This design comes from an exercise in tuning for small area, a short achievable clock period and few clock cycles on the open sky130 flow, not from production work.
Function was checked by simulation only, so behaviour that the tests miss may differ from the original.
Power figures rest on the tool's default switching activity, not on a simulated workload.

Design rename_unit, start of the top module:
module rename_unit (
   input  logic       clk,
   input  logic       reset_n,
   input  logic       in0_valid,
   input  logic       in0_rd_valid,
   input  logic [4:0] in0_rd,
   input  logic [4:0] in0_rs1,
   input  logic [4:0] in0_rs2,
   input  logic       in1_valid,
   input  logic       in1_rd_valid,
   input  logic [4:0] in1_rd,
   input  logic [4:0] in1_rs1,
   input  logic [4:0] in1_rs2,
   output logic       rename_ready,
   output logic [5:0] out0_prf_rs1,
   output logic [5:0] out0_prf_rs2,
   output logic [5:0] out0_prd,
   output logic [5:0] out0_prd_old,
   output logic [3:0] out0_rob_idx,
   output logic [5:0] out1_prf_rs1,
   output logic [5:0] out1_prf_rs2,
   output logic [5:0] out1_prd,
   output logic [5:0] out1_prd_old,
   output logic [3:0] out1_rob_idx,
   input  logic       complete_valid,
   input  logic [3:0] complete_idx,
   input  logic       mispredict_valid,
   input  logic [3:0] mispredict_idx,
   output logic       ret0_valid,
   output logic       ret0_wb,
   output logic [4:0] ret0_arf,
   output logic [5:0] ret0_prf,
   output logic [5:0] ret0_prf_old,
   output logic       ret1_valid,
   output logic       ret1_wb,
   output logic [4:0] ret1_arf,
   output logic [5:0] ret1_prf,
   output logic [5:0] ret1_prf_old
);
export LEC_CHECK = 0
export CAP_MARGIN = 20
export CORE_MARGIN = 2
export CORE_UTILIZATION = 35
export CTS_CLUSTER_DIAMETER = 100
export CTS_CLUSTER_SIZE = 20
export PLACE_DENSITY = 0.45
export SETUP_SLACK_MARGIN = 4.2
export SLEW_MARGIN = 20
export SYNTH_HIERARCHICAL = 1
export SYNTH_MINIMUM_KEEP_SIZE = 0
export TNS_END_PERCENT = 0
create_clock -name core_clock -period 10.0 [get_ports {clk}]
standard.sh (not shown) runs the stock make flow with config.mk's settings and CLKGATE_MAP_FILE= SYNTH_SCRIPT=/design/flow/synth_recipe.tcl, a recipe that flattens the netlist after the stock synthesis.
==> flow/flow/run.sh <==
#!/bin/bash
# The standard layout, except that the port buffers are plain buf_2
# cells instead of the delay cells buffer_ports picks by default.
set -euo pipefail
export BUFFER_PORTS_ARGS="-buffer_cell sky130_fd_sc_hd__buf_2"
bash standard.sh > standard_flow.log 2>&1
Testbench counts at the start, summed over its fixed seeds: cycles 50,282.
Edit:
--- a/flow/config.mk
+++ b/flow/config.mk
@@ -13,3 +13,3 @@
 export PLACE_DENSITY = 0.45
-export SETUP_SLACK_MARGIN = 4.2
+export SETUP_SLACK_MARGIN = 4.5
 export SLEW_MARGIN = 20
The new run produced a clean layout.
Via count goes up by about 0.8%.
Wire length goes up by about 0.6%.
Die area is unchanged.
Combinational power goes up by about 2%.
Sequential share of layout area goes down by 0.65 points.
Final area goes up by about 2%.

========
== job 3294 ==
rename_unit, a different RTL version from the one above (not shown whole).
Size: roughly 6400 cells after synthesis, ~630 flip-flops, about 140 I/O pins.
==> flow/config.mk <==
export PLATFORM = sky130hd
export DESIGN_NAME = rename_unit
export DESIGN_NICKNAME = rename_unit
export VERILOG_FILES = /design/flow/design.v
export SDC_FILE = /design/flow/constraint.sdc
export NUM_CORES = 4
export LEC_CHECK = 0
export ABC_AREA = 1
export CAP_MARGIN = 20
export CORE_MARGIN = 2
export CORE_UTILIZATION = 25
export CTS_CLUSTER_DIAMETER = 100
export CTS_CLUSTER_SIZE = 20
export PLACE_DENSITY = 0.35
export SETUP_SLACK_MARGIN = 4.5
export SLEW_MARGIN = 20
export SYNTH_HIERARCHICAL = 1
export SYNTH_MINIMUM_KEEP_SIZE = 0
export TNS_END_PERCENT = 0
==> flow/constraint.sdc <==
create_clock -name core_clock -period 10.0 [get_ports {clk}]
set_input_delay 2.0000 -clock core_clock [delete_from_list [all_inputs] [get_ports {clk}]]
set_output_delay 2.0000 -clock core_clock [all_outputs]
set_load 0.01 [all_outputs]
Scripts as last shown in full above: flow/flow/run.sh
Testbench counts of job 3294, summed over its fixed seeds: cycles 50,282.
> inputs changed (job 3294 -> job 6932)
- removing ABC_AREA (formerly 1)
- changing CORE_UTILIZATION from 25 to 35
- changing PLACE_DENSITY from 0.35 to 0.45
## What came out
Clock-buffer cell count came out lower on job 6932 than on job 3294.
Taking job 3294 as the reference, in job 6932 fraction of synthesized area in multiplexers went up by 11 points; worst-case setup margin in the final layout lower.
Of the two values seen for slowest library cell on the worst path, nor3b_2 was produced by job 6932 and o21ai_2 by job 3294.
Compared with job 3294, maximum number of pins on one net before global-route repair in job 6932 decreased by a little under 10%.
Job 3294 has lower overall track demand over capacity in global routing than job 6932.
Setup changes, job 6932 to job 3598
- an added ABC_AREA of 1
- a change of TNS_END_PERCENT from 0 to 5
- a change of CORE_UTILIZATION from 35 to 25
- a change of PLACE_DENSITY from 0.45 to 0.35
[summary]
Last element of the critical path: out0_prf_rs1[0] -> job 6932, out1_prf_rs2[1] -> job 3598
Comparing job 6932 and job 3598, the lower die area was measured on job 6932.
NOTE: synthesized instance count in job 3598 exceeds that of job 6932
Job 3598 vs. job 6932: total power now larger, post-route met1 wirelength now larger.
Compared to job 6932, job 3598 has maximum number of pins on one net before global-route repair 6 higher.
diff inputs: job 3598 => job 9360
- a deleted ABC_AREA that had been 1
- a change of SETUP_SLACK_MARGIN from 4.5 to 4.8
- a change of TNS_END_PERCENT from 5 to 0
Notes after the runs:
- Job 9360: done, clean on timing, DRC and antenna
- From job 9360 to job 3598, register bit count reported by yosys did not move at all.
- Area of the core, job 9360 and job 3598, lower one = job 9360.
- Of the two values seen for worst setup path startpoint, in1_rs1[0] was produced by job 9360 and in1_rs2[4] by job 3598.
- Share of power burned in the clock network: higher on job 9360
- Job 3598 → job 9360: via count dropped 17%; number of cells on the critical path neither gained nor lost much.

========
rename_unit again, from the RTL that the note above started with.
clock: 10.0 ns
lec_check: 0
abc_area: 1
cap_margin: 20
core_margin: 2
core_utilization: 25
place_density: 0.35
setup_slack_margin: 4.5
slew_margin: 20
synth_hierarchical: 1
synth_minimum_keep_size: 0
tns_end_percent: 5
run.sh (not shown) runs the stock make flow with config.mk's settings and CLKGATE_MAP_FILE= SYNTH_SCRIPT=/design/flow/synth_recipe.tcl, a recipe that flattens the netlist after the stock synthesis.
Stock flow here: none of the scripts above is used.
Testbench counts at the start, summed over its fixed seeds: cycles 50,282.
Then changed:
==> flow/flow/run.sh (new file) <==
#!/bin/bash
# The standard layout, except that the port buffers are plain buf_2
# cells instead of the delay cells buffer_ports picks by default.
set -euo pipefail
export BUFFER_PORTS_ARGS="-buffer_cell sky130_fd_sc_hd__buf_2"
bash standard.sh > standard_flow.log 2>&1
==> flow/standard.sh (new file) <==
#!/bin/bash
# synth_recipe.tcl (not shown) runs the flow's synth.tcl, then flattens the netlist and writes it again
# the make line also repeats each setting of config.mk as NAME=value (left out here)
make -C /OpenROAD-flow-scripts/flow DESIGN_CONFIG=/design/flow/config.mk WORK_HOME=/design/flow/orfs CLKGATE_MAP_FILE= SYNTH_SCRIPT=/design/flow/synth_recipe.tcl "${@:-finish}"
Settings changed: CORE_UTILIZATION 25 to 35, CTS_CLUSTER_DIAMETER set to 100, CTS_CLUSTER_SIZE set to 20, PLACE_DENSITY 0.35 to 0.45.
removed: flow/run.sh
Result: The new run completed with no timing, DRC or antenna violations. Via count goes down by 2.5%. Global-route usage is higher by 7.1 points. Area after synthesis stays the same. Wire length falls by 12%. Final area drops by 9.6%. Worst setup slack loses 0.039 ns.
Then changed:
Settings changed: CORE_UTILIZATION 35 to 25, CTS_CLUSTER_DIAMETER 100 to unset, CTS_CLUSTER_SIZE 20 to unset, PLACE_DENSITY 0.45 to 0.35.
Effect: The changed run produced a clean layout. Via count stays flat. Design area increases by a few percent. Utilization decreases by 9.7 points. Fmax went up slightly. Routed wire length is higher by roughly a tenth. Setup slack improved by 0.024 ns.
Then changed:
Settings changed: ABC_AREA 1 to unset, CTS_CLUSTER_DIAMETER set to 100, CTS_CLUSTER_SIZE set to 20, TNS_END_PERCENT 5 to 0.
After rerunning:
- The changed run completed with no timing, DRC or antenna violations
- worst setup slack loses 0.30 ns
- non-clock buffer count shrinks by 55
- synthesized area shrinks by about 5%
- wire length shrinks by 13%
- die area shrinks by about 5%
- power shrinks by 19%
- global-route usage shrinks by 2.3 points
- clock skew grows by 0.0038 ns
- clock-buffer cell count shrinks by 58
Then changed:
Settings changed: ABC_AREA set to 1, SETUP_SLACK_MARGIN 4.5 to 4.9, TNS_END_PERCENT 0 to 5.
Effect: Worst setup slack improves by 0.25 ns; first-iteration DRC count rises by 7.0%; die area came out higher by 5.1%; final cell count came out higher by 36%; power is higher by 9.9%; routed wire length came out higher by 14%; clock skew went up by 0.027 ns.

separate check: timing with driven ports:
No port has a modelled driver above. Below, the same layouts with a new extraction and two added sets of constraints.
Step 1 sets driving cells, clkbuf_16 on the clock port and buf_2 on the other inputs (assumed; they add their load-dependent delay and slew).
Step 2 times the ports against the registers' clock, not the clock port: input delays grow and output delays shrink by t, the midpoint of the rising clock arrivals with the driver on.
a / b / c = ideal / step 1 / step 2; a / b = the first two.
run | t (ns) | setup slack, ns | cell pins on the clock port's net
the first run of note 1 | 0.738 | 3.994 / 3.969 / 3.865 | 1
the second run of note 1 | 0.733 | 4.145 / 4.077 / 3.847 | 1
job 3294 | 0.750 | 4.294 / 4.249 / 4.249 | 1
job 6932 | 0.742 | 3.963 / 3.917 / 3.917 | 1
job 3598 | 0.750 | 4.298 / 4.245 / 4.245 | 1
job 9360 | 0.759 | 3.798 / 3.730 / 3.730 | 1
the first run of note 3 | 0.782 | 4.328 / 4.248 / 4.089 | 1
the second run of note 3 | 0.732 | 4.290 / 4.162 / 4.162 | 1
the third run of note 3 | 0.778 | 4.313 / 4.278 / 4.278 | 1
the fourth run of note 3 | 0.734 | 4.013 / 3.948 / 3.948 | 1
the fifth run of note 3 | 0.734 | 4.259 / 4.211 / 4.211 | 1
After both steps every run listed still meets setup and hold. For the second run of note 1, which loses most, drivers alone change the setup slack by -0.068 ns; drivers and shift together by -0.298 ns.
